What follows belongs to an exercise in optimizing a design on an open flow for small area; a production flow would make more cautious choices.
In this exercise RTL edits were held to simulation tests only and were not proved equivalent to the original.
Power figures rest on the tool's default switching activity, not on a simulated workload.

## design/flow/flow/run.sh

```bash
#!/bin/bash
# The standard layout (standard.sh), with two changes to how it is made:
#  - synthesis maps the logic with the area-oriented ABC script in flow/abc_area.script
#    (a copy of ORFS's scripts folder is used, with only that file replaced);
#  - port buffering uses the smallest buffer, sky130_fd_sc_hd__buf_1.
# Every tool's output goes to the ORFS logs under orfs/logs, and the make output to standard.log.
set -euo pipefail
rm -rf scripts
cp -r "$FLOW_HOME/scripts" scripts
cp flow/abc_area.script scripts/abc_area.script
export SCRIPTS_DIR="$PWD/scripts"
export BUFFER_PORTS_ARGS="-buffer_cell sky130_fd_sc_hd__buf_1"
export SYNTH_INSBUF=0
bash standard.sh > standard.log 2>&1
```

## design/flow/flow/abc_area.script

```
&get -n
&st
&deepsyn -J 200 -T 240
&dch -f
&nf -p -R 1000 -F 16 -A 8 -C 32
&put
topo
stime -c
```

## design/flow/standard.sh

```bash
#!/bin/bash
# synth_recipe.tcl (not shown) runs the flow's synth.tcl, then flattens the netlist and writes it again
# the make line also repeats each setting of config.mk as NAME=value (left out here)
make -C /OpenROAD-flow-scripts/flow DESIGN_CONFIG=/design/flow/config.mk WORK_HOME=/design/flow/orfs CLKGATE_MAP_FILE= SYNTH_SCRIPT=/design/flow/synth_recipe.tcl "${@:-finish}"
```

## design/flow/config.mk

```make
export PLATFORM = sky130hd
export DESIGN_NAME = script_lexer
export DESIGN_NICKNAME = script_lexer
export VERILOG_FILES = /design/flow/design.v
export SDC_FILE = /design/flow/constraint.sdc
export NUM_CORES = 4
export LEC_CHECK = 0
export ABC_AREA = 1
export CAP_MARGIN = 20
export CORE_MARGIN = 2
export CORE_UTILIZATION = 40
export CTS_BUF_LIST = sky130_fd_sc_hd__clkbuf_8
export GPL_TIMING_DRIVEN = 0
export PLACE_DENSITY = 0.6
export SLEW_MARGIN = 20
```

## design/flow/constraint.sdc

```tcl
create_clock -name core_clock -period 8.0 [get_ports {clk}]
set_input_delay 1.6000 -clock core_clock [delete_from_list [all_inputs] [get_ports {clk}]]
set_output_delay 1.6000 -clock core_clock [all_outputs]
set_load 0.01 [all_outputs]
```

## design/flow/design.v

```verilog
  localparam [5:0] K_IDENT  = 6'd0;
  localparam [5:0] K_BOOL   = 6'd1;
  localparam [5:0] K_INT    = 6'd2;
  localparam [5:0] K_REAL   = 6'd3;
  localparam [5:0] K_STRING = 6'd4;
  localparam [5:0] K_ERROR  = 6'd5;
  localparam [5:0] K_DOTDOT = 6'd6;
  localparam [5:0] K_SINGLE = 6'd18;
  localparam [5:0] K_END    = 6'd35;
  localparam [2:0] OP_HOLD   = 3'd0;
  localparam [2:0] OP_INC    = 3'd1;
  localparam [2:0] OP_DEC    = 3'd5;
  localparam [2:0] OP_ADD    = 3'd3;
  localparam [2:0] OP_CLR    = 3'd4;
  localparam [2:0] OP_ONES   = 3'd7;
  localparam [2:0] OP_FIX    = 3'd6;
  localparam [5:0] M_IDLE      = 6'd1;
  localparam [5:0] M_INIT      = 6'd36;
  localparam [5:0] M_ID_X      = 6'd0;
  localparam [5:0] M_ID_T      = 6'd40;
  localparam [5:0] M_ID_F      = 6'd48;
  localparam [5:0] M_ZERO      = 6'd2;
  localparam [5:0] M_DEC_INT   = 6'd42;
  localparam [5:0] M_HEX_DIG   = 6'd50;
  localparam [5:0] M_DD_INT    = 6'd58;
  localparam [5:0] M_DD_INTS   = 6'd38;
  localparam [5:0] M_FRAC      = 6'd3;
  localparam [5:0] M_EXP_DIG   = 6'd43;
  localparam [5:0] M_STRING    = 6'd37;
  localparam [5:0] M_DEC_DOT   = 6'd45;
  localparam [5:0] M_DEC_DOTS  = 6'd53;
  localparam [5:0] M_EXP_E     = 6'd61;
  localparam [5:0] M_EXP_SIGN  = 6'd39;
  localparam [5:0] M_GARBAGE   = 6'd47;
  localparam [5:0] M_TRAIL     = 6'd55;
  localparam [5:0] M_HEX_X     = 6'd63;
  localparam [5:0] M_H_ERR     = 6'd5;
  localparam [5:0] M_OP_DOT    = 6'd46;
  localparam [5:0] M_STR_EMIT  = 6'd4;
  localparam [5:0] M_H_DD      = 6'd6;
  localparam [5:0] M_H_AND     = 6'd7;
  localparam [5:0] M_H_OR      = 6'd8;
  localparam [5:0] M_H_EQEQ    = 6'd9;
  localparam [5:0] M_H_NE      = 6'd10;
  localparam [5:0] M_H_LE      = 6'd11;
  localparam [5:0] M_H_GE      = 6'd12;
  localparam [5:0] M_H_ASG     = 6'd13;
  localparam [5:0] M_H_ADDEQ   = 6'd14;
  localparam [5:0] M_H_SUBEQ   = 6'd15;
  localparam [5:0] M_H_MULEQ   = 6'd16;
  localparam [5:0] M_H_DIVEQ   = 6'd17;
  localparam [5:0] M_OP_PLUS   = 6'd18;
  localparam [5:0] M_OP_MINUS  = 6'd19;
  localparam [5:0] M_OP_STAR   = 6'd20;
  localparam [5:0] M_OP_SLASH  = 6'd21;
  localparam [5:0] M_OP_AMP    = 6'd22;
  localparam [5:0] M_OP_BAR    = 6'd23;
  localparam [5:0] M_H_XOR     = 6'd24;
  localparam [5:0] M_H_TIL     = 6'd25;
  localparam [5:0] M_OP_BANG   = 6'd26;
  localparam [5:0] M_OP_LT     = 6'd27;
  localparam [5:0] M_OP_GT     = 6'd28;
  localparam [5:0] M_OP_EQ     = 6'd29;
  localparam [5:0] M_H_QM      = 6'd30;
  localparam [5:0] M_OP_COL    = 6'd31;
  localparam [5:0] M_H_LP      = 6'd32;
  localparam [5:0] M_H_RP      = 6'd33;
  localparam [5:0] M_H_SEMI    = 6'd34;
  localparam [5:0] M_EM_END    = 6'd35;
module sl_front (
  input  logic [8:0] in_data,    
  output logic       eoi,
  output logic       qt,         
  output logic       dig,        
  output logic       hex,        
  output logic       idch,       
  output logic       idst,       
  output logic       at,         
  output logic       dot,        
  output logic       xx,         
  output logic       ee,         
  output logic       pm,         
  output logic       amp,        
  output logic       bar,        
  output logic       eq,         
  output logic       kw_r, kw_u, kw_e, kw_a, kw_l, kw_s,
  output logic [5:0] sfm         
);
  localparam [5:0] K_IDENT  = 6'd0;
  localparam [5:0] K_BOOL   = 6'd1;
  localparam [5:0] K_INT    = 6'd2;
  localparam [5:0] K_REAL   = 6'd3;
  localparam [5:0] K_STRING = 6'd4;
  localparam [5:0] K_ERROR  = 6'd5;
  localparam [5:0] K_DOTDOT = 6'd6;
  localparam [5:0] K_SINGLE = 6'd18;
  localparam [5:0] K_END    = 6'd35;
  localparam [2:0] OP_HOLD   = 3'd0;
  localparam [2:0] OP_INC    = 3'd1;
  localparam [2:0] OP_DEC    = 3'd5;
  localparam [2:0] OP_ADD    = 3'd3;
  localparam [2:0] OP_CLR    = 3'd4;
  localparam [2:0] OP_ONES   = 3'd7;
  localparam [2:0] OP_FIX    = 3'd6;
  localparam [5:0] M_IDLE      = 6'd1;
  localparam [5:0] M_INIT      = 6'd36;
  localparam [5:0] M_ID_X      = 6'd0;
  localparam [5:0] M_ID_T      = 6'd40;
  localparam [5:0] M_ID_F      = 6'd48;
  localparam [5:0] M_ZERO      = 6'd2;
  localparam [5:0] M_DEC_INT   = 6'd42;
  localparam [5:0] M_HEX_DIG   = 6'd50;
  localparam [5:0] M_DD_INT    = 6'd58;
  localparam [5:0] M_DD_INTS   = 6'd38;
  localparam [5:0] M_FRAC      = 6'd3;
  localparam [5:0] M_EXP_DIG   = 6'd43;
  localparam [5:0] M_STRING    = 6'd37;
  localparam [5:0] M_DEC_DOT   = 6'd45;
  localparam [5:0] M_DEC_DOTS  = 6'd53;
  localparam [5:0] M_EXP_E     = 6'd61;
  localparam [5:0] M_EXP_SIGN  = 6'd39;
  localparam [5:0] M_GARBAGE   = 6'd47;
  localparam [5:0] M_TRAIL     = 6'd55;
  localparam [5:0] M_HEX_X     = 6'd63;
  localparam [5:0] M_H_ERR     = 6'd5;
  localparam [5:0] M_OP_DOT    = 6'd46;
  localparam [5:0] M_STR_EMIT  = 6'd4;
  localparam [5:0] M_H_DD      = 6'd6;
  localparam [5:0] M_H_AND     = 6'd7;
  localparam [5:0] M_H_OR      = 6'd8;
  localparam [5:0] M_H_EQEQ    = 6'd9;
  localparam [5:0] M_H_NE      = 6'd10;
  localparam [5:0] M_H_LE      = 6'd11;
  localparam [5:0] M_H_GE      = 6'd12;
  localparam [5:0] M_H_ASG     = 6'd13;
  localparam [5:0] M_H_ADDEQ   = 6'd14;
  localparam [5:0] M_H_SUBEQ   = 6'd15;
  localparam [5:0] M_H_MULEQ   = 6'd16;
  localparam [5:0] M_H_DIVEQ   = 6'd17;
  localparam [5:0] M_OP_PLUS   = 6'd18;
  localparam [5:0] M_OP_MINUS  = 6'd19;
  localparam [5:0] M_OP_STAR   = 6'd20;
  localparam [5:0] M_OP_SLASH  = 6'd21;
  localparam [5:0] M_OP_AMP    = 6'd22;
  localparam [5:0] M_OP_BAR    = 6'd23;
  localparam [5:0] M_H_XOR     = 6'd24;
  localparam [5:0] M_H_TIL     = 6'd25;
  localparam [5:0] M_OP_BANG   = 6'd26;
  localparam [5:0] M_OP_LT     = 6'd27;
  localparam [5:0] M_OP_GT     = 6'd28;
  localparam [5:0] M_OP_EQ     = 6'd29;
  localparam [5:0] M_H_QM      = 6'd30;
  localparam [5:0] M_OP_COL    = 6'd31;
  localparam [5:0] M_H_LP      = 6'd32;
  localparam [5:0] M_H_RP      = 6'd33;
  localparam [5:0] M_H_SEMI    = 6'd34;
  localparam [5:0] M_EM_END    = 6'd35;
  logic [7:0] c;
  logic       alpha;
  always_comb begin
    c     = in_data[8:1];
    eoi   = in_data[0];
    alpha = (c >= "a" && c <= "z") || (c >= "A" && c <= "Z");
    dig   = (c >= "0" && c <= "9");
    hex   = dig || (c >= "a" && c <= "f") || (c >= "A" && c <= "F");
    qt    = (c == "'");
    at    = (c == "@");
    dot   = (c == ".");
    xx    = (c == "x") || (c == "X");
    ee    = (c == "e") || (c == "E");
    pm    = (c == "+") || (c == "-");
    amp   = (c == "&");
    bar   = (c == "|");
    eq    = (c == "=");
    idch  = alpha || dig || (c == "_");
    idst  = alpha || (c == "_");
    kw_r  = (c == "r");
    kw_u  = (c == "u");
    kw_e  = (c == "e");
    kw_a  = (c == "a");
    kw_l  = (c == "l");
    kw_s  = (c == "s");
    case (c)
      " ", 8'h09, 8'h0A, 8'h0D: sfm = M_IDLE;
      "'":  sfm = M_STRING;
      "0":  sfm = M_ZERO;
      "t":  sfm = M_ID_T;
      "f":  sfm = M_ID_F;
      "@":  sfm = M_ID_X;
      ".":  sfm = M_OP_DOT;
      "&":  sfm = M_OP_AMP;
      "|":  sfm = M_OP_BAR;
      "=":  sfm = M_OP_EQ;
      "!":  sfm = M_OP_BANG;
      "<":  sfm = M_OP_LT;
      ">":  sfm = M_OP_GT;
      ":":  sfm = M_OP_COL;
      "+":  sfm = M_OP_PLUS;
      "-":  sfm = M_OP_MINUS;
      "*":  sfm = M_OP_STAR;
      "/":  sfm = M_OP_SLASH;
      "^":  sfm = M_H_XOR;
      "~":  sfm = M_H_TIL;
      "?":  sfm = M_H_QM;
      "(":  sfm = M_H_LP;
      ")":  sfm = M_H_RP;
      ";":  sfm = M_H_SEMI;
      default: sfm = dig ? M_DEC_INT : idst ? M_ID_X : M_H_ERR;
    endcase
  end
endmodule
module sl_back (
  input  logic        clk,
  input  logic        rst_n,
  input  logic        in_valid,
  output logic        in_stall,
  input  logic        eoi, qt, dig, hex, idch, idst, at, dot, xx, ee, pm, amp, bar, eq,
  input  logic        kw_r, kw_u, kw_e, kw_a, kw_l, kw_s,
  input  logic [5:0]  sfm,
  output logic        out_valid,
  input  logic        out_stall,
  output logic [54:0] out_data
);
  localparam [5:0] K_IDENT  = 6'd0;
  localparam [5:0] K_BOOL   = 6'd1;
  localparam [5:0] K_INT    = 6'd2;
  localparam [5:0] K_REAL   = 6'd3;
  localparam [5:0] K_STRING = 6'd4;
  localparam [5:0] K_ERROR  = 6'd5;
  localparam [5:0] K_DOTDOT = 6'd6;
  localparam [5:0] K_SINGLE = 6'd18;
  localparam [5:0] K_END    = 6'd35;
  localparam [2:0] OP_HOLD   = 3'd0;
  localparam [2:0] OP_INC    = 3'd1;
  localparam [2:0] OP_DEC    = 3'd5;
  localparam [2:0] OP_ADD    = 3'd3;
  localparam [2:0] OP_CLR    = 3'd4;
  localparam [2:0] OP_ONES   = 3'd7;
  localparam [2:0] OP_FIX    = 3'd6;
  localparam [5:0] M_IDLE      = 6'd1;
  localparam [5:0] M_INIT      = 6'd36;
  localparam [5:0] M_ID_X      = 6'd0;
  localparam [5:0] M_ID_T      = 6'd40;
  localparam [5:0] M_ID_F      = 6'd48;
  localparam [5:0] M_ZERO      = 6'd2;
  localparam [5:0] M_DEC_INT   = 6'd42;
  localparam [5:0] M_HEX_DIG   = 6'd50;
  localparam [5:0] M_DD_INT    = 6'd58;
  localparam [5:0] M_DD_INTS   = 6'd38;
  localparam [5:0] M_FRAC      = 6'd3;
  localparam [5:0] M_EXP_DIG   = 6'd43;
  localparam [5:0] M_STRING    = 6'd37;
  localparam [5:0] M_DEC_DOT   = 6'd45;
  localparam [5:0] M_DEC_DOTS  = 6'd53;
  localparam [5:0] M_EXP_E     = 6'd61;
  localparam [5:0] M_EXP_SIGN  = 6'd39;
  localparam [5:0] M_GARBAGE   = 6'd47;
  localparam [5:0] M_TRAIL     = 6'd55;
  localparam [5:0] M_HEX_X     = 6'd63;
  localparam [5:0] M_H_ERR     = 6'd5;
  localparam [5:0] M_OP_DOT    = 6'd46;
  localparam [5:0] M_STR_EMIT  = 6'd4;
  localparam [5:0] M_H_DD      = 6'd6;
  localparam [5:0] M_H_AND     = 6'd7;
  localparam [5:0] M_H_OR      = 6'd8;
  localparam [5:0] M_H_EQEQ    = 6'd9;
  localparam [5:0] M_H_NE      = 6'd10;
  localparam [5:0] M_H_LE      = 6'd11;
  localparam [5:0] M_H_GE      = 6'd12;
  localparam [5:0] M_H_ASG     = 6'd13;
  localparam [5:0] M_H_ADDEQ   = 6'd14;
  localparam [5:0] M_H_SUBEQ   = 6'd15;
  localparam [5:0] M_H_MULEQ   = 6'd16;
  localparam [5:0] M_H_DIVEQ   = 6'd17;
  localparam [5:0] M_OP_PLUS   = 6'd18;
  localparam [5:0] M_OP_MINUS  = 6'd19;
  localparam [5:0] M_OP_STAR   = 6'd20;
  localparam [5:0] M_OP_SLASH  = 6'd21;
  localparam [5:0] M_OP_AMP    = 6'd22;
  localparam [5:0] M_OP_BAR    = 6'd23;
  localparam [5:0] M_H_XOR     = 6'd24;
  localparam [5:0] M_H_TIL     = 6'd25;
  localparam [5:0] M_OP_BANG   = 6'd26;
  localparam [5:0] M_OP_LT     = 6'd27;
  localparam [5:0] M_OP_GT     = 6'd28;
  localparam [5:0] M_OP_EQ     = 6'd29;
  localparam [5:0] M_H_QM      = 6'd30;
  localparam [5:0] M_OP_COL    = 6'd31;
  localparam [5:0] M_H_LP      = 6'd32;
  localparam [5:0] M_H_RP      = 6'd33;
  localparam [5:0] M_H_SEMI    = 6'd34;
  localparam [5:0] M_EM_END    = 6'd35;
  logic [15:0] P, L;                    
  logic [2:0]  ph;
  logic [5:0]  mode, mode_n;
  logic [2:0]  op_r, op0, op_now;
  logic [1:0]  kc;                      
  logic        cinp;                    
  logic        ovf, cy;
  logic        act, p1, l1;
  logic        emit, acc, stroff, fin;
  logic [5:0]  kind, km, pkm;
  logic        ext, dec, pair, kwm, bool_id, at_err, idle_grp, emit_st;
  logic [5:0]  ext_m, dec_m;
  assign act = (ph == 3'd0) && !ovf;
  assign p1  = &P;
  assign l1  = &L;
  always_comb begin
    bool_id = (mode == M_ID_T && L[2]) || (mode == M_ID_F && L[2] && L[0]);
    case (mode)
      M_H_DD:     km = K_DOTDOT;
      M_H_AND:    km = K_DOTDOT + 6'd1;
      M_H_OR:     km = K_DOTDOT + 6'd2;
      M_H_EQEQ:   km = K_DOTDOT + 6'd3;
      M_H_NE:     km = K_DOTDOT + 6'd4;
      M_H_LE:     km = K_DOTDOT + 6'd5;
      M_H_GE:     km = K_DOTDOT + 6'd6;
      M_H_ASG:    km = K_DOTDOT + 6'd7;
      M_H_ADDEQ:  km = K_DOTDOT + 6'd8;
      M_H_SUBEQ:  km = K_DOTDOT + 6'd9;
      M_H_MULEQ:  km = K_DOTDOT + 6'd10;
      M_H_DIVEQ:  km = K_DOTDOT + 6'd11;
      M_H_XOR:    km = K_SINGLE + 6'd6;
      M_H_TIL:    km = K_SINGLE + 6'd7;
      M_H_QM:     km = K_SINGLE + 6'd12;
      M_H_LP:     km = K_SINGLE + 6'd14;
      M_H_RP:     km = K_SINGLE + 6'd15;
      M_H_SEMI:   km = K_SINGLE + 6'd16;
      M_EM_END:   km = K_END;
      M_ID_X, M_ID_T, M_ID_F: km = bool_id ? K_BOOL : K_IDENT;
      M_ZERO, M_DEC_INT, M_HEX_DIG, M_DD_INT, M_DD_INTS: km = K_INT;
      M_FRAC, M_EXP_DIG: km = K_REAL;
      M_STR_EMIT: km = K_STRING;
      M_OP_AMP:   km = K_SINGLE + 6'd4;
      M_OP_BAR:   km = K_SINGLE + 6'd5;
      M_OP_EQ:    km = K_SINGLE + 6'd11;
      M_OP_BANG:  km = K_SINGLE + 6'd8;
      M_OP_LT:    km = K_SINGLE + 6'd9;
      M_OP_GT:    km = K_SINGLE + 6'd10;
      M_OP_COL:   km = K_SINGLE + 6'd13;
      M_OP_PLUS:  km = K_SINGLE + 6'd0;
      M_OP_MINUS: km = K_SINGLE + 6'd1;
      M_OP_STAR:  km = K_SINGLE + 6'd2;
      M_OP_SLASH: km = K_SINGLE + 6'd3;
      default:    km = K_ERROR;
    endcase
    pair = 1'b0;
    case (mode)
      M_OP_DOT:   begin pkm = M_H_DD;         pair = dot; end
      M_OP_AMP:   begin pkm = M_H_AND;          pair = amp; end
      M_OP_BAR:   begin pkm = M_H_OR;           pair = bar; end
      M_OP_EQ:    begin pkm = M_H_EQEQ;         pair = eq;  end
      M_OP_BANG:  begin pkm = M_H_NE;           pair = eq;  end
      M_OP_LT:    begin pkm = M_H_LE;           pair = eq;  end
      M_OP_GT:    begin pkm = M_H_GE;           pair = eq;  end
      M_OP_COL:   begin pkm = M_H_ASG;          pair = eq;  end
      M_OP_PLUS:  begin pkm = M_H_ADDEQ;        pair = eq;  end
      M_OP_MINUS: begin pkm = M_H_SUBEQ;        pair = eq;  end
      M_OP_STAR:  begin pkm = M_H_MULEQ;        pair = eq;  end
      M_OP_SLASH: begin pkm = M_H_DIVEQ;        pair = eq;  end
      default:    pkm = M_H_DD;
    endcase
    pair = pair && !eoi;
    kwm = (mode == M_ID_T) ? ((L[1:0] == 2'd1 && kw_r) || (L[1:0] == 2'd2 && kw_u) ||
                              (L[1:0] == 2'd3 && kw_e))
                           : ((L[2:0] == 3'd1 && kw_a) || (L[2:0] == 3'd2 && kw_l) ||
                              (L[2:0] == 3'd3 && kw_s) || (L[2:0] == 3'd4 && kw_e));
    at_err  = at && !eoi;
    ext    = 1'b0;
    ext_m  = mode;
    dec    = 1'b0;
    dec_m  = M_STR_EMIT;
    case (mode)
      M_ID_X, M_ID_T, M_ID_F: begin
        ext   = idch;
        ext_m = (mode != M_ID_X && kwm) ? mode : M_ID_X;
        at_err = 1'b0;
      end
      M_STRING: begin
        ext = !qt;
        dec = qt;
        at_err = 1'b0;
      end
      M_ZERO, M_DEC_INT, M_FRAC, M_EXP_DIG: begin
        ext = 1'b1;
        if (mode == M_ZERO && xx) ext_m = M_HEX_X;
        else if (dig) ext_m = (mode == M_ZERO) ? M_DEC_INT : mode;
        else if (dot && (mode == M_ZERO || mode == M_DEC_INT)) ext_m = l1 ? M_DEC_DOTS : M_DEC_DOT;
        else if (ee && mode != M_EXP_DIG) ext_m = M_EXP_E;
        else if (idst) ext_m = M_TRAIL;
        else ext = 1'b0;
      end
      M_DEC_DOT, M_DEC_DOTS: begin
        dec   = dot;
        dec_m = (mode == M_DEC_DOTS) ? M_DD_INTS : M_DD_INT;
        ext   = idch;
        ext_m = dig ? M_FRAC : M_GARBAGE;
        at_err = 1'b0;
      end
      M_EXP_E, M_EXP_SIGN: begin
        ext   = dig || (pm && mode == M_EXP_E);
        ext_m = dig ? M_EXP_DIG : M_EXP_SIGN;
        at_err = 1'b0;
      end
      M_TRAIL: begin ext = idch; at_err = 1'b0; end
      M_GARBAGE: begin ext = idch || dot; at_err = 1'b0; end
      M_HEX_X, M_HEX_DIG: begin
        ext   = hex || dot || idch;
        ext_m = hex ? M_HEX_DIG : M_GARBAGE;
        at_err = 1'b0;
      end
      default: at_err = 1'b0;
    endcase
    if (pair) begin
      ext   = 1'b1;
      ext_m = pkm;
    end
    if (eoi) begin
      ext = 1'b0;
      dec = 1'b0;
    end
  end
  always_comb begin
    idle_grp = (mode == M_IDLE) || (mode == M_EM_END);
    emit_st  = (mode == M_EM_END);
    mode_n   = mode;
    op0      = OP_HOLD;
    kc       = 2'd0;
    cinp     = 1'b0;
    emit     = 1'b0;
    acc      = 1'b0;
    stroff   = 1'b0;
    fin      = 1'b0;
    kind     = km;
    if (idle_grp) begin
      emit = emit_st;
      fin  = (mode == M_EM_END);
      if (!(emit && out_stall)) begin
        if (in_valid) begin
          acc    = 1'b1;
          mode_n = eoi ? M_EM_END : sfm;
          op0    = (mode == M_EM_END) ? OP_CLR : OP_ADD;
          kc     = eoi ? 2'd0 : 2'd1;
        end else if (emit) begin
          mode_n = M_IDLE;
          op0    = (mode == M_EM_END) ? OP_CLR : OP_HOLD;
        end
      end
    end else if (mode == M_DD_INT || mode == M_DD_INTS || mode == M_STR_EMIT) begin
      emit   = 1'b1;
      stroff = (mode == M_STR_EMIT);
      if (!out_stall) begin
        mode_n = (mode == M_STR_EMIT) ? M_IDLE : M_H_DD;
        op0    = OP_ADD;
        kc     = (mode == M_STR_EMIT) ? 2'd1 : 2'd2;
        cinp   = (mode != M_DD_INT);
      end
    end else if (mode == M_INIT) begin
      mode_n = M_IDLE;
      op0    = OP_CLR;
    end else if (in_valid) begin
      if (ext) begin
        acc    = 1'b1;
        mode_n = ext_m;
        op0    = OP_INC;
      end else if (dec) begin
        acc    = 1'b1;
        mode_n = dec_m;
        op0    = OP_DEC;
      end else begin
        emit = 1'b1;
        kind = at_err ? K_ERROR : km;
        if (!out_stall) begin
          acc    = 1'b1;
          mode_n = eoi ? M_EM_END : sfm;
          op0    = OP_ADD;
          kc     = eoi ? 2'd0 : 2'd1;
        end
      end
    end
  end
  assign out_valid = act && emit;
  assign in_stall  = !(act && acc);
  assign out_data  = {kind, P, P + {15'd0, stroff && !p1},
                      L, fin};
  logic       cin_now;
  logic [2:0] padd;
  logic [2:0] ladd;
  logic [1:0] pw, lw;
  logic       cy_n;
  always_comb begin
    if (ovf)
      op_now = OP_FIX;
    else if (ph == 3'd0)
      op_now = (op0 == OP_ADD && p1) ? OP_ONES : op0;
    else
      op_now = op_r;
    if (ph == 3'd0)
      cin_now = (op_now == OP_INC) ? !l1 : (op_now == OP_ADD) ? cinp : 1'b0;
    else
      cin_now = cy;
    padd = {1'b0, (op_now == OP_ADD) ? P[1:0] : L[1:0]} +
           {1'b0, (op_now == OP_ADD) ? L[1:0] : (op_now == OP_DEC) ? 2'd3 : 2'd0} +
           {2'b00, cin_now};
    ladd = padd;
    pw   = P[1:0];
    lw   = L[1:0];
    cy_n = 1'b0;
    case (op_now)
      OP_INC, OP_DEC: begin
        lw   = ladd[1:0];
        cy_n = ladd[2];
      end
      OP_ADD: begin
        pw   = padd[1:0];
        lw   = (ph == 3'd0) ? kc : 2'd0;
        cy_n = padd[2];
      end
      OP_CLR: begin
        pw = 2'd0;
        lw = (ph == 3'd0) ? kc : 2'd0;
      end
      OP_ONES: begin
        pw = 2'd3;
        lw = (ph == 3'd0) ? kc : 2'd0;
      end
      OP_FIX: pw = 2'd3;
      default: ;
    endcase
  end
  always_ff @(posedge clk) begin
    P  <= {pw, P[15:2]};
    L  <= {lw, L[15:2]};
    cy <= cy_n;
    if (ph == 3'd0) op_r <= op_now;
  end
  always_ff @(posedge clk) begin
    if (!rst_n) begin
      ph   <= 3'd0;
      mode <= M_INIT;
      ovf  <= 1'b0;
    end else begin
      ph <= ph + 3'd1;
      if (act) mode <= mode_n;
      if (ph == 3'd7) ovf <= !ovf && (op_now == OP_ADD) && padd[2];
    end
  end
endmodule
module script_lexer (
  input  logic        clk,
  input  logic        rst_n,
  input  logic        in_valid,
  output logic        in_stall,
  input  logic [8:0]  in_data,    
  output logic        out_valid,
  input  logic        out_stall,
  output logic [54:0] out_data    
);
  logic       eoi, qt, dig, hex, idch, idst, at, dot, xx, ee, pm, amp, bar, eq;
  logic       kw_r, kw_u, kw_e, kw_a, kw_l, kw_s;
  logic [5:0] sfm;
  sl_front u_front (
    .in_data(in_data), .eoi(eoi), .qt(qt), .dig(dig), .hex(hex), .idch(idch), .idst(idst),
    .at(at), .dot(dot), .xx(xx), .ee(ee), .pm(pm), .amp(amp), .bar(bar), .eq(eq),
    .kw_r(kw_r), .kw_u(kw_u), .kw_e(kw_e), .kw_a(kw_a), .kw_l(kw_l), .kw_s(kw_s), .sfm(sfm)
  );
  sl_back u_back (
    .clk(clk), .rst_n(rst_n), .in_valid(in_valid), .in_stall(in_stall),
    .eoi(eoi), .qt(qt), .dig(dig), .hex(hex), .idch(idch), .idst(idst), .at(at), .dot(dot),
    .xx(xx), .ee(ee), .pm(pm), .amp(amp), .bar(bar), .eq(eq),
    .kw_r(kw_r), .kw_u(kw_u), .kw_e(kw_e), .kw_a(kw_a), .kw_l(kw_l), .kw_s(kw_s), .sfm(sfm),
    .out_valid(out_valid), .out_stall(out_stall), .out_data(out_data)
  );
endmodule
```

==> impl_metrics.toml, run 1 <==
[timing]
fin_skew_ns = 0.01748
fin_crit_sh = 0.9414
setup_viol = 0
worst_pin_slew_ns = 0.8310
fmax_mhz = 132.8
finalWorstSetupSlack_ns = 0.4685
hold_viol_final = 0
maxSlewViolCount = 0
tns_ns = 0
max_slew_margin = 0.4409
period_needed_ns = 7.532

[die]
ioPinCount = 70
coreArea_sq_um = 6832
rows = 30
initial_core_util = 0.4148
dieArea_sq_um = 7774
die_h_um = 88.17
die_width_um = 88.17

[synth]
synth_ff_type = "dfxtp_1"
synth-seq-cells = 46
yosysSeqAreaShare = 0.3355
async_flop_share = 0
syn_area_sq_um = 2834
synth_cell_type_count = 52
synth_nets = 393
yosysWarnings = 2
syn_inst = 373
synth.avg_cell_area_sq_um = 7.598
synth_edf_count = 3

[placement]
port_buffers = 69
dp_slack_ns = -0.4306
gp_congestion = 0.9791
dp_hpwl_um = 6867

[route]
drt_wl_total_um = 8987
vias_per_cell = 5.883
drt_first_pass_iters = 4
drc = 0
wl_per_cell_um = 16.46
antenna_left = 0
num_vias = 3212
drt-initial-drc-count = 293

[worst_hold_path]
hold_path.class = "reg2reg"
min_path_cells = 0

[cts]
cts_buffer_depth = 2
clk_pin_slew_ns = 0.10
worstSkewPairLatency_ns = 0.30
clock-sinks = 46
ctsRootBufferMaster = "clkbuf_8"
cts_tree = "done"
postCtsHoldBufs = 0
htreeDepth = 2
cts_setup_buffers = 0
cts-buffers-inserted = 5

[worst_setup_path]
worstSetupEndpointType = "register"
cp_data_arrival_time_ns = 7.73
crit_cells = 29
crit_end = "u_back.L[15]"
cpMostUsedCell = "nor2_1"
worstPathMaxFanout = 10
r2r_cells = 22
r2r-end = "u_back.L[15]"
r2r_slack_ns = 1.87
cp_data_required_time_ns = 8.20
path_class = "in2reg"
critPathLaunchType = "primary input"
critical-path-top-delay-family = "simple AND/OR/NAND/NOR gates"
critical_path.startpoint = "in_data[7]"
slowest_stage = "fa_1"
max_stage_delay_ns = 0.48
crit_buf_inv = 1
r2r-start = "u_back.mode[3]"

[finish]
fin_nets = 469
antenna-diode-count = 0
area_delta_synth_final_pct = 17.93
n_fill_cell = 716
drive_above_1_share = 0.03778

[global_routing]
overflow = 0
grt_max_degree = 19
grt.total_usage = 0.2361
antenna_found_initial = 0
grt_pass1_wl_um = 14420
grt_pass1_vias = 2904

[power_and_ir_drop]
max-vdd-ir-drop_uv = 208.7
p_leak_nw = 1.217
pwr_density_cell_nw_per_um2 = 385.1

[flow_run]
maxCapViolations = 0

[run_status]
outcome = "no timing/DRC/antenna violations"
==> worst min path at each step <==
stage | endpoint | from | slack, ns
2_1_floorplan | u_back.L[12] | u_back.L[14] | 0.39
3_3_place_gp | u_back.L[2] | u_back.L[4] | 0.36
3_5_place_dp | u_back.L[7] | u_back.L[9] | 0.36
4_1_cts | u_back.L[7] | u_back.L[9] | 0.37
5_1_grt | u_back.L[5] | u_back.L[7] | 0.38
6_report | u_back.L[7] | u_back.L[9] | 0.37
==> area by class of cell <==
class / instances / area, sq um / share of cell area
inverter: 13 / 48.80 / 0.01460
sequential: 46 / 950.9 / 0.2845
timing repair buffer: 69 / 261.5 / 0.07825
clock buffer: 5 / 68.82 / 0.02059
clock inverter: 3 / 17.52 / 0.005241
tap: 96 / 120.1 / 0.03594
multi-input combinational: 314 / 1874 / 0.5608
==> cell families after synthesis <==
family                   synth area share
AND/OR/NAND/NOR                    0.3479
AO/OA/AOI/OAI                      0.2247
flip-flops                         0.3355
buffers and inverters             0.01722
XOR/XNOR                          0.03091
adder cells (fa/ha/maj)           0.03620
multiplexers                     0.007505
==> metrics by stage <==
step	std cells	power, mW	hold slack [ns]	cell area [sq um]	util
after floorplan	373	0.8840	0.3931	2834	-
after global placement	538	1.130	0.3577	3213	0.4703
after detailed placement	538	1.128	0.3621	3213	0.4703
after CTS	546	1.271	0.3735	3306	0.4839
after global routing	546	1.400	0.3837	3342	0.4892
final	546	1.287	0.3695	3342	0.4892
==> timing repair <==
item                                    4_1_cts  5_1_grt
gates cloned                                  0        0
endpoints found under the setup margin        1        6
resized for setup                             3       13
==> synth_stat cells, types with 4 or more instances <==
cell      count  area share
or3_1         5       0.011
and3_1        7       0.015
nand2_1      46       0.061
nand3_1      17       0.030
xnor2_1       7       0.022
dfxtp_1      43        0.30
nand2b_1     13       0.029
a21oi_1      22       0.039
o22ai_1       5       0.011
clkinv_1     13       0.017
and2_0        4      0.0088
nor4_1        7       0.015
nand4_1      19       0.042
nor2b_1      17       0.038
o21ai_0      26       0.046
ha_1          5       0.022
nor2_1       41       0.054
a31oi_1      11       0.024
nor3_1        9       0.016
==> flip-flops by register name (all words and copies together) (netlist names) <==
| name | flops |
|---|---|
| u_back.P | 16 |
| u_back.ph | 3 |
| u_back.ovf | 1 |
| u_back.op_r | 3 |
| u_back.L | 16 |
| u_back.mode | 6 |
| u_back.cy | 1 |
==> layer usage <==
metal / vias to the layer above / GRT usage / part of all wire
met2: 169 / 0.3561 / 0.43
met4: 0 / 0.08953 / 0.024
met1: 1468 / 0.3253 / 0.46
li1: 1552 / - / -
met5: - / 0 / 0
met3: 23 / 0.05844 / 0.085
==> placed cells by master (no fill, tap or decap), drive strengths merged, types with 3 or more instances in the layout <==
cell / count
nor2: 41
dfxtp: 43
o21ai: 26
nand4: 19
or3: 5
a22oi: 3
nand2: 46
xnor2: 7
xor2: 3
nand3: 17
o31ai: 3
a21oi: 22
nand3b: 3
a31oi: 11
clkinv: 15
edfxtp: 3
a21o: 3
nor3: 9
and2: 4
o22ai: 5
buf: 68
a41oi: 3
clkbuf: 6
nor2b: 17
ha: 5
nand2b: 13
a21boi: 3
and3: 7
nor4: 7
==> power by group <==
part	switching, mW	internal, mW	total, mW
sequential	0.145	0.330	0.475
clock	0.0807	0.0606	0.141
combinational	0.418	0.253	0.671
total	0.643	0.644	1.29
==> inputs of run 2 (changes only) <==
--- a/design/flow/flow/run.sh
+++ b/design/flow/flow/run.sh
@@ -1,7 +1,9 @@
 #!/bin/bash
-# The standard layout (standard.sh), with two changes to how it is made:
+# The standard layout (standard.sh), with these changes to how it is made:
 #  - synthesis maps the logic with the area-oriented ABC script in flow/abc_area.script
 #    (a copy of ORFS's scripts folder is used, with only that file replaced);
+#  - synthesis does not put buffers on output ports that share a net with a register
+#    (SYNTH_INSBUF=0); the layout still gives every port its own buffer;
 #  - port buffering uses the smallest buffer, sky130_fd_sc_hd__buf_1.
 # Every tool's output goes to the ORFS logs under orfs/logs, and the make output to standard.log.
 set -euo pipefail
--- a/design/flow/config.mk
+++ b/design/flow/config.mk
@@ -8,8 +8,8 @@
 export ABC_AREA = 1
 export CAP_MARGIN = 20
 export CORE_MARGIN = 2
-export CORE_UTILIZATION = 40
+export CORE_UTILIZATION = 65
 export CTS_BUF_LIST = sky130_fd_sc_hd__clkbuf_8
 export GPL_TIMING_DRIVEN = 0
-export PLACE_DENSITY = 0.6
+export PLACE_DENSITY = 0.75
 export SLEW_MARGIN = 20
==> impl_metrics.toml, run 2 <==
[run_status]
outcome = "no timing/DRC/antenna violations"

[worst_setup_path]
slowest_stage = "fa_1"
crit_buf_inv = 1
cpMostUsedCell = "nor2_1"
critPathLaunchType = "primary input"
cp_data_required_time_ns = 8.20
r2r_cells = 22
crit_cells = 29
critical_path.startpoint = "in_data[5]"
critical-path-top-delay-family = "simple AND/OR/NAND/NOR gates"
crit_end = "u_back.L[15]"
cp_data_arrival_time_ns = 7.91
r2r-start = "u_back.mode[3]"
r2r_slack_ns = 1.81
worstSetupEndpointType = "register"
path_class = "in2reg"
worstPathMaxFanout = 18
max_stage_delay_ns = 0.47
r2r-end = "u_back.L[15]"

[cts]
clock-sinks = 46
cts_tree = "done"
postCtsHoldBufs = 0
clk_pin_slew_ns = 0.10
worstSkewPairLatency_ns = 0.31
cts-buffers-inserted = 5
htreeDepth = 2
ctsRootBufferMaster = "clkbuf_8"
cts_buffer_depth = 2

[die]
die_width_um = 70.03
coreArea_sq_um = 4264
rows = 24
dieArea_sq_um = 4904
die_h_um = 70.03
ioPinCount = 70
initial_core_util = 0.6646

[finish]
largestRegisters = "u_back.L (16), u_back.P (16), u_back.mode (6)"
design_area_sq_um = 3302
layout_commonest_cell = "buf_1"
area_delta_synth_final_pct = 16.51
drive_above_1_share = 0.03333
antenna-diode-count = 0
layout_common_cells = "buf_1, nand2_1, dfxtp_1"
fin_nets = 469

[power_and_ir_drop]
max-vdd-ir-drop_uv = 274.9
pwr_density_cell_nw_per_um2 = 399.1
p_leak_nw = 1.221
finalPower_mw = 1.318

[synth]
yosysTopAreaCell = "dfxtp_1"
yosys-top-cells-count = "nand2_1, dfxtp_1, nor2_1, o21ai_0, a21oi_1"
synth_ff_type = "dfxtp_1"
synth_edf_count = 3
synth_nets = 393
netlist.area_leader.share = 0.3038
syn_area_sq_um = 2834
syn_inst = 373
async_flop_share = 0
synth_cell_type_count = 52
synth_most_common_cell = "nand2_1"
synth.avg_cell_area_sq_um = 7.598
synth.top_cells.by_area = "dfxtp_1, nand2_1, nor2_1, o21ai_0, nand4_1"
yosysSeqAreaShare = 0.3355
synth-seq-cells = 46
yosysWarnings = 2

[timing]
worst_pin_slew_ns = 0.7645
fin_skew_ns = 0.01228
maxSlewViolCount = 0
tns_ns = 0
max_slew_margin = 0.4856
hold_viol_final = 0
period_needed_ns = 7.713
setup_viol = 0
fmax_mhz = 129.7
fin_crit_sh = 0.9641

[route]
drt-initial-drc-count = 386
drt_first_pass_iters = 6
antenna_left = 0
vias_per_cell = 6.604
wl_per_cell_um = 17.43
drt_wl_total_um = 8749
drc = 0
num_vias = 3315

[global_routing]
grt.total_usage = 0.3559
grt_max_degree = 19
antenna_found_initial = 0
grt_pass1_vias = 2915
overflow = 0
grt_pass1_wl_um = 14230

[placement]
dp_hpwl_um = 6406
gp_congestion = 0.9523
port_buffers = 69
postPlaceCellArea_sq_um = 3158

[flow_run]
maxCapViolations = 0

[worst_hold_path]
hold_path.class = "reg2reg"
-- run 2: cell types whose count changed in the layout (fill, tap and decap cells not counted), sizes merged --
| cell | change |
|---|---|
| bufinv | +1 |
| clkinv | -1 |
-- run 2: layer usage --
layer | global-route usage | wire [um] | vias to the layer above
met5 | 0 | 0 | -
met4 | 0.1453 | 284 | 0
met3 | 0.05916 | 1011 | 37
met2 | 0.5513 | 3931 | 237
met1 | 0.4950 | 3522 | 1493
li1 | - | - | 1548
-- run 2: cell families after synthesis --
family                     Yosys count  synth area share
buffers and inverters               13           0.01722
and+or+nand+nor                    195            0.3479
AOI/OAI and AO/OA                  100            0.2247
muxes                                2          0.007505
adders and majority gates            7           0.03620
DFF                                 46            0.3355
xor gates and xnor gates            10           0.03091
-- run 2: power breakdown --
group	switching, mW	internal (mW)
Sequential	0.147	0.330
Clock	0.0846	0.0937
Combinational	0.413	0.250
Total	0.644	0.673
-- run 2: final cells by class --
| class | instances | area (sq um) |
|---|---|---|
| tap | 52 | 65.06 |
| fill | 313 | 962.2 |
| timing repair buffer | 69 | 260.3 |
| sequential | 46 | 950.9 |
| clock inverter | 3 | 43.79 |
| multi-input combinational | 314 | 1864 |
| inverter | 13 | 48.80 |
| clock buffer | 5 | 68.82 |
-- run 2: metrics by stage --
stage | hold WS, ns | setup WS [ns] | std cells | util
2_1_floorplan | 0.3931 | 1.009 | 373 | -
3_3_place_gp | 0.3583 | -0.3764 | 494 | 0.7406
3_5_place_dp | 0.3623 | -0.3967 | 494 | 0.7406
4_1_cts | 0.3703 | 0.03092 | 502 | 0.7682
5_1_grt | 0.3744 | -0.06094 | 502 | 0.7744
6_report | 0.3666 | 0.2874 | 502 | 0.7744
-- run 2: how the worst min path moves through the flow --
stage                 start            to  cells after the start
2_1_floorplan  u_back.L[14]  u_back.L[12]                      0
3_3_place_gp   u_back.L[12]  u_back.L[10]                      0
3_5_place_dp    u_back.L[6]   u_back.L[4]                      0
4_1_cts         u_back.L[8]   u_back.L[6]                      0
5_1_grt         u_back.L[8]   u_back.L[6]                      0
6_report        u_back.L[8]   u_back.L[6]                      0
-- run 2: what timing repair did --
action / in CTS / in global routing
resized for setup: 2 / 9
setup buffers: 0 / 0
gates cloned: 0 / 0
setup endpoints to repair: 1 / 6
==> inputs of run 3 (changes only) <==
--- a/design/flow/config.mk
+++ b/design/flow/config.mk
@@ -10,6 +10,7 @@
 export CORE_MARGIN = 2
 export CORE_UTILIZATION = 65
 export CTS_BUF_LIST = sky130_fd_sc_hd__clkbuf_8
+export GPL_ROUTABILITY_DRIVEN = 0
 export GPL_TIMING_DRIVEN = 0
 export PLACE_DENSITY = 0.75
 export SLEW_MARGIN = 20
==> impl_metrics.toml, run 3 <==
[finish]
fin_nets = 469
stdcell_count = 502
layout_common_cells = "buf_1, nand2_1, dfxtp_1"
drive_above_1_share = 0.04222
final_util = 0.7764
design_area_sq_um = 3311
area_delta_synth_final_pct = 16.82
antenna-diode-count = 0
n_fill_cell = 347
layout_commonest_cell = "buf_1"
largestRegisters = "u_back.L (16), u_back.P (16), u_back.mode (6)"

[worst_setup_path]
critPathLaunchType = "primary input"
worstSetupEndpointType = "register"
cp_data_arrival_time_ns = 7.90
slowest_stage = "fa_1"
cp_data_required_time_ns = 8.19
worstPathMaxFanout = 8
max_stage_delay_ns = 0.48
path_class = "in2reg"

[timing]
tns_ns = 0
period_needed_ns = 7.714
worst_hold_slack_ns = 0.3672
fmax_mhz = 129.6
fin_crit_sh = 0.9643
max_slew_margin = 0.4126
maxSlewViolCount = 0
finalWorstSetupSlack_ns = 0.2856
setup_viol = 0
worst_pin_slew_ns = 0.8731
hold_viol_final = 0
fin_skew_ns = 0.006212

[power_and_ir_drop]
p_leak_nw = 1.235
power_frac_seq = 0.365
intPower_mw = 0.6753
p_clk_frac = 0.127
swShare = 0.4836
switchingPower_mw = 0.6325
combPwrFrac = 0.508
pwr_density_cell_nw_per_um2 = 395.0
finalPower_mw = 1.308
max-vdd-ir-drop_uv = 287.4

[global_routing]
grt_pass1_vias = 2860
overflow = 0
grt.total_usage = 0.3439
antenna_found_initial = 0
grt_pass1_wl_um = 13720
grt_max_degree = 19

[die]
die_h_um = 70.03
dieArea_sq_um = 4904
ioPinCount = 70
rows = 24
die_width_um = 70.03
coreArea_sq_um = 4264
initial_core_util = 0.6646

[cts]
clock-sinks = 46
cts_setup_buffers = 0
postCtsHoldBufs = 0
worstSkewPairLatency_ns = 0.30
cts-buffers-inserted = 5
htreeDepth = 2
cts.repair.resized = 1
ctsRootBufferMaster = "clkbuf_8"
clk_pin_slew_ns = 0.08
cts_buffer_depth = 2
cts_tree = "done"

[synth]
yosysWarnings = 2
synth_nets = 393
netlist.area_leader.share = 0.3038
synth_edf_count = 3
synth.top_cells.by_area = "dfxtp_1, nand2_1, nor2_1, o21ai_0, nand4_1"
async_flop_share = 0
yosysSeqAreaShare = 0.3355
yosysTopAreaCell = "dfxtp_1"
synth_cell_type_count = 52
synth_ff_type = "dfxtp_1"
synth_most_common_cell = "nand2_1"
syn_inst = 373
synth-seq-cells = 46
syn_area_sq_um = 2834
synth.avg_cell_area_sq_um = 7.598
yosys-top-cells-count = "nand2_1, dfxtp_1, nor2_1, o21ai_0, a21oi_1"

[placement]
postPlaceCellArea_sq_um = 3158
dp_slack_ns = -0.2735
port_buffers = 69
dp_hpwl_um = 6135
dp.cells = 494

[route]
drc = 0
top_layer = "met4"
vias_per_cell = 6.679
drt_wl_total_um = 8532
wl_per_cell_um = 17.00
drt_first_pass_iters = 5
num_vias = 3353
antenna_left = 0
wl_met2_um = 3738
wl_met1_um = 3423
drt-initial-drc-count = 567
routed-wl-met3_um = 1060

[flow_run]
maxCapViolations = 0

[run_status]
outcome = "no timing/DRC/antenna violations"

[worst_hold_path]
hold_path.class = "reg2reg"
## run 3: routing by layer
metal	track usage	vias to the layer above
met1	0.4618	1482
met5	0	-
met4	0.1154	0
met3	0.08802	48
li1	-	1550
met2	0.5418	273
## run 3: cells by family after synthesis
group,synth area share
mux,0.007505
compound gates,0.2247
flops,0.3355
buf+inv,0.01722
simple gates,0.3479
xor+xnor,0.03091
fa+ha+maj,0.03620
## run 3: cell type report
cell class / instances / area, sq um / share of cell area
Timing Repair Buffer: 69 / 264.0 / 0.07974
Inverter: 13 / 48.80 / 0.01474
Clock buffer: 5 / 68.82 / 0.02079
Tap cell: 52 / 65.06 / 0.01965
Clock inverter: 3 / 37.54 / 0.01134
Multi-Input combinational cell: 314 / 1876 / 0.5665
Sequential cell: 46 / 950.9 / 0.2872
## run 3: path summary, 6_finish.rpt
check                 startpoint           end  slack (ns)  cells after the start
hold reg to reg     u_back.L[12]  u_back.L[10]        0.37                      0
setup reg to reg  u_back.mode[4]  u_back.L[15]        1.94                     22
hold / removal      u_back.L[12]  u_back.L[10]        0.37                      0
setup / recovery      in_data[6]  u_back.L[15]        0.29                     29
## run 3: worst max-delay path, delay by kind of cell
kind / cells / cell delay (ns)
simple gates: 15 / 2.79
compound gates: 11 / 2.46
fa+ha+maj: 2 / 0.87
buf+inv: 1 / 0.18
## run 3: power groups by stage
stage               clock, mW  combinational [mW]  sequential, mW
finish                  0.166               0.665           0.477
global route            0.176               0.735           0.493
CTS                     0.168               0.644           0.472
detailed placement          0               0.637           0.478
global placement            0               0.626           0.471
floorplan                   0               0.409           0.475
==> inputs of run 4 (changes only) <==
--- a/design/flow/config.mk
+++ b/design/flow/config.mk
@@ -8,9 +8,8 @@
 export ABC_AREA = 1
 export CAP_MARGIN = 20
 export CORE_MARGIN = 2
-export CORE_UTILIZATION = 65
+export CORE_UTILIZATION = 40
 export CTS_BUF_LIST = sky130_fd_sc_hd__clkbuf_8
-export GPL_ROUTABILITY_DRIVEN = 0
 export GPL_TIMING_DRIVEN = 0
-export PLACE_DENSITY = 0.75
+export PLACE_DENSITY = 0.6
 export SLEW_MARGIN = 20
==> impl_metrics.toml, run 4 <==
[route]
drc = 0
wl_per_cell_um = 16.46
drt_wl_total_um = 8987
num_vias = 3212
drt-initial-drc-count = 293
antenna_left = 0
vias_per_cell = 5.883
drt_first_pass_iters = 4

[global_routing]
overflow = 0
grt_max_degree = 19
grt_use_met2 = 0.3561
antenna_found_initial = 0
grt.total_usage = 0.2361
use_met1 = 0.3253
busiest_layer = "met2"
grt_pass1_vias = 2904
grtUsageMet3 = 0.05844
grt_pass1_wl_um = 14420

[finish]
layout_commonest_cell = "buf_1"
drive_above_1_share = 0.03778
area_delta_synth_final_pct = 17.93
layout_common_cells = "buf_1, nand2_1, dfxtp_1"
fin_nets = 469
antenna-diode-count = 0
final_util = 0.4892
largestRegisters = "u_back.L (16), u_back.P (16), u_back.mode (6)"
design_area_sq_um = 3342

[cts]
cts_buffer_depth = 2
ctsRootBufferMaster = "clkbuf_8"
htreeDepth = 2
cts_setup_buffers = 0
cts_tree = "done"
clk_pin_slew_ns = 0.10
postCtsHoldBufs = 0
cts-buffers-inserted = 5
worstSkewPairLatency_ns = 0.30
clock-sinks = 46

[power_and_ir_drop]
pwr_density_cell_nw_per_um2 = 385.1
p_leak_nw = 1.217
max-vdd-ir-drop_uv = 208.7

[die]
die_h_um = 88.17
die_width_um = 88.17
initial_core_util = 0.4148
dieArea_sq_um = 7774
ioPinCount = 70
coreArea_sq_um = 6832
rows = 30

[worst_setup_path]
critical-path-top-delay-family = "simple AND/OR/NAND/NOR gates"
r2r-start = "u_back.mode[3]"
critPathLaunchType = "primary input"
crit_buf_inv = 1
cpMostUsedCell = "nor2_1"
cp_data_required_time_ns = 8.20
path_class = "in2reg"
worstSetupEndpointType = "register"
critical_path.startpoint = "in_data[7]"
cp_data_arrival_time_ns = 7.73
slowest_stage = "fa_1"
max_stage_delay_ns = 0.48
worstPathMaxFanout = 10

[timing]
max_slew_margin = 0.4409
period_needed_ns = 7.532
setup_viol = 0
fin_skew_ns = 0.01748
tns_ns = 0
worst_pin_slew_ns = 0.8310
maxSlewViolCount = 0
fmax_mhz = 132.8
fin_crit_sh = 0.9414
finalWorstSetupSlack_ns = 0.4685
hold_viol_final = 0

[synth]
syn_area_sq_um = 2834
synth.avg_cell_area_sq_um = 7.598
synth_ff_type = "dfxtp_1"
synth_most_common_cell = "nand2_1"
yosys-top-cells-count = "nand2_1, dfxtp_1, nor2_1, o21ai_0, a21oi_1"
async_flop_share = 0
synth-seq-cells = 46
synth_edf_count = 3
synth.top_cells.by_area = "dfxtp_1, nand2_1, nor2_1, o21ai_0, nand4_1"
yosysWarnings = 2
synth_cell_type_count = 52
syn_inst = 373
yosysTopAreaCell = "dfxtp_1"
synth_nets = 393
yosysSeqAreaShare = 0.3355
netlist.area_leader.share = 0.3038

[worst_hold_path]
hp-start = "u_back.L[9]"
hold_path.class = "reg2reg"

[placement]
dp_hpwl_um = 6867
dp_slack_ns = -0.4306
gp_congestion = 0.9791
port_buffers = 69
postPlaceCellArea_sq_um = 3213

[flow_run]
maxCapViolations = 0

[run_status]
outcome = "no timing/DRC/antenna violations"
[run 4: what timing repair did]
item	CTS	global route
gates cloned	0	0
gates resized for setup	3	13
setup endpoints to repair	1	6
[run 4: through the flow]
stage | power [mW] | std cells | hold WS, ns
after floorplan | 0.8840 | 373 | 0.3931
after global placement | 1.130 | 538 | 0.3577
after detailed placement | 1.128 | 538 | 0.3621
after CTS | 1.271 | 546 | 0.3735
after global routing | 1.400 | 546 | 0.3837
final | 1.287 | 546 | 0.3695
[run 4: report_power, final]
part | internal [mW] | switching (mW) | leakage, nW
clock network | 0.0606 | 0.0807 | 0.0493
logic | 0.253 | 0.418 | 0.779
registers | 0.330 | 0.145 | 0.388
total | 0.644 | 0.643 | 1.22
[run 4: final cells by class]
class	count	area, sq um
timing repair buffer	69	261.5
clock buffer	5	68.82
fill	716	3490
multi-input combinational	314	1874
sequential	46	950.9
tap	96	120.1
clock inverter	3	17.52
inverter	13	48.80
[run 4: kinds of logic (layout without fill, tap and decap cells)]
| kind of cell | count (synthesis) | after routing | synth area share |
|---|---|---|---|
| DFF | 46 | 46 | 0.3355 |
| and+or+nand+nor | 195 | 195 | 0.3479 |
| buffers and inverters | 13 | 90 | 0.01722 |
| adders and majority gates | 7 | 7 | 0.03620 |
| muxes | 2 | 2 | 0.007505 |
| xor gates and xnor gates | 10 | 10 | 0.03091 |
| AOI/OAI and AO/OA | 100 | 100 | 0.2247 |
[run 4: final timing paths]
| path | to | slack (ns) | cells after the start |
|---|---|---|---|
| max | u_back.L[15] | 0.47 | 29 |
| min | u_back.L[7] | 0.37 | 0 |
| max reg2reg | u_back.L[15] | 1.87 | 22 |
| min reg2reg | u_back.L[7] | 0.37 | 0 |
[run 4: routing by layer]
layer | vias up | part of all wire | routed length [um]
met5 | - | 0 | 0
met4 | 0 | 0.024 | 220
met3 | 23 | 0.085 | 761
met2 | 169 | 0.43 | 3884
met1 | 1468 | 0.46 | 4120
li1 | 1552 | - | -

==> what the ideal ports hide <==
How much do the figures lean on ideal ports? The routed layouts below were timed once more, with nothing changed but the port constraints.
Step 1 assumes that a clkbuf_16 drives the clock port and a buf_2 every other input.
Step 2, shift: input delay + t, output delay - t, t = (earliest + latest rising clock arrival at the registers) / 2. This alone moves slack from input paths to output paths.
Slacks: ideal ports / drivers / drivers and shift; pairs: ideal ports / drivers.
run | shift t [ns] | setup slack, ns | clock arrival spread, ns | worst register clock-pin slew, ns
run 1 | 0.323 | 0.468 / 0.475 / 0.152 | 0.018 / 0.018 | 0.10 / 0.10
run 2 | 0.335 | 0.287 / 0.301 / -0.034 | 0.013 / 0.012 | 0.10 / 0.10
run 3 | 0.326 | 0.286 / 0.280 / -0.046 | 0.006 / 0.006 | 0.08 / 0.08
run 4 | 0.323 | 0.468 / 0.475 / 0.152 | 0.018 / 0.018 | 0.10 / 0.10
Met with ideal ports but missed after step 2: setup timing in run 2 and run 3. The setup slack of run 3, which loses most, moves by -0.006 ns with the drivers and by -0.332 ns with both steps.
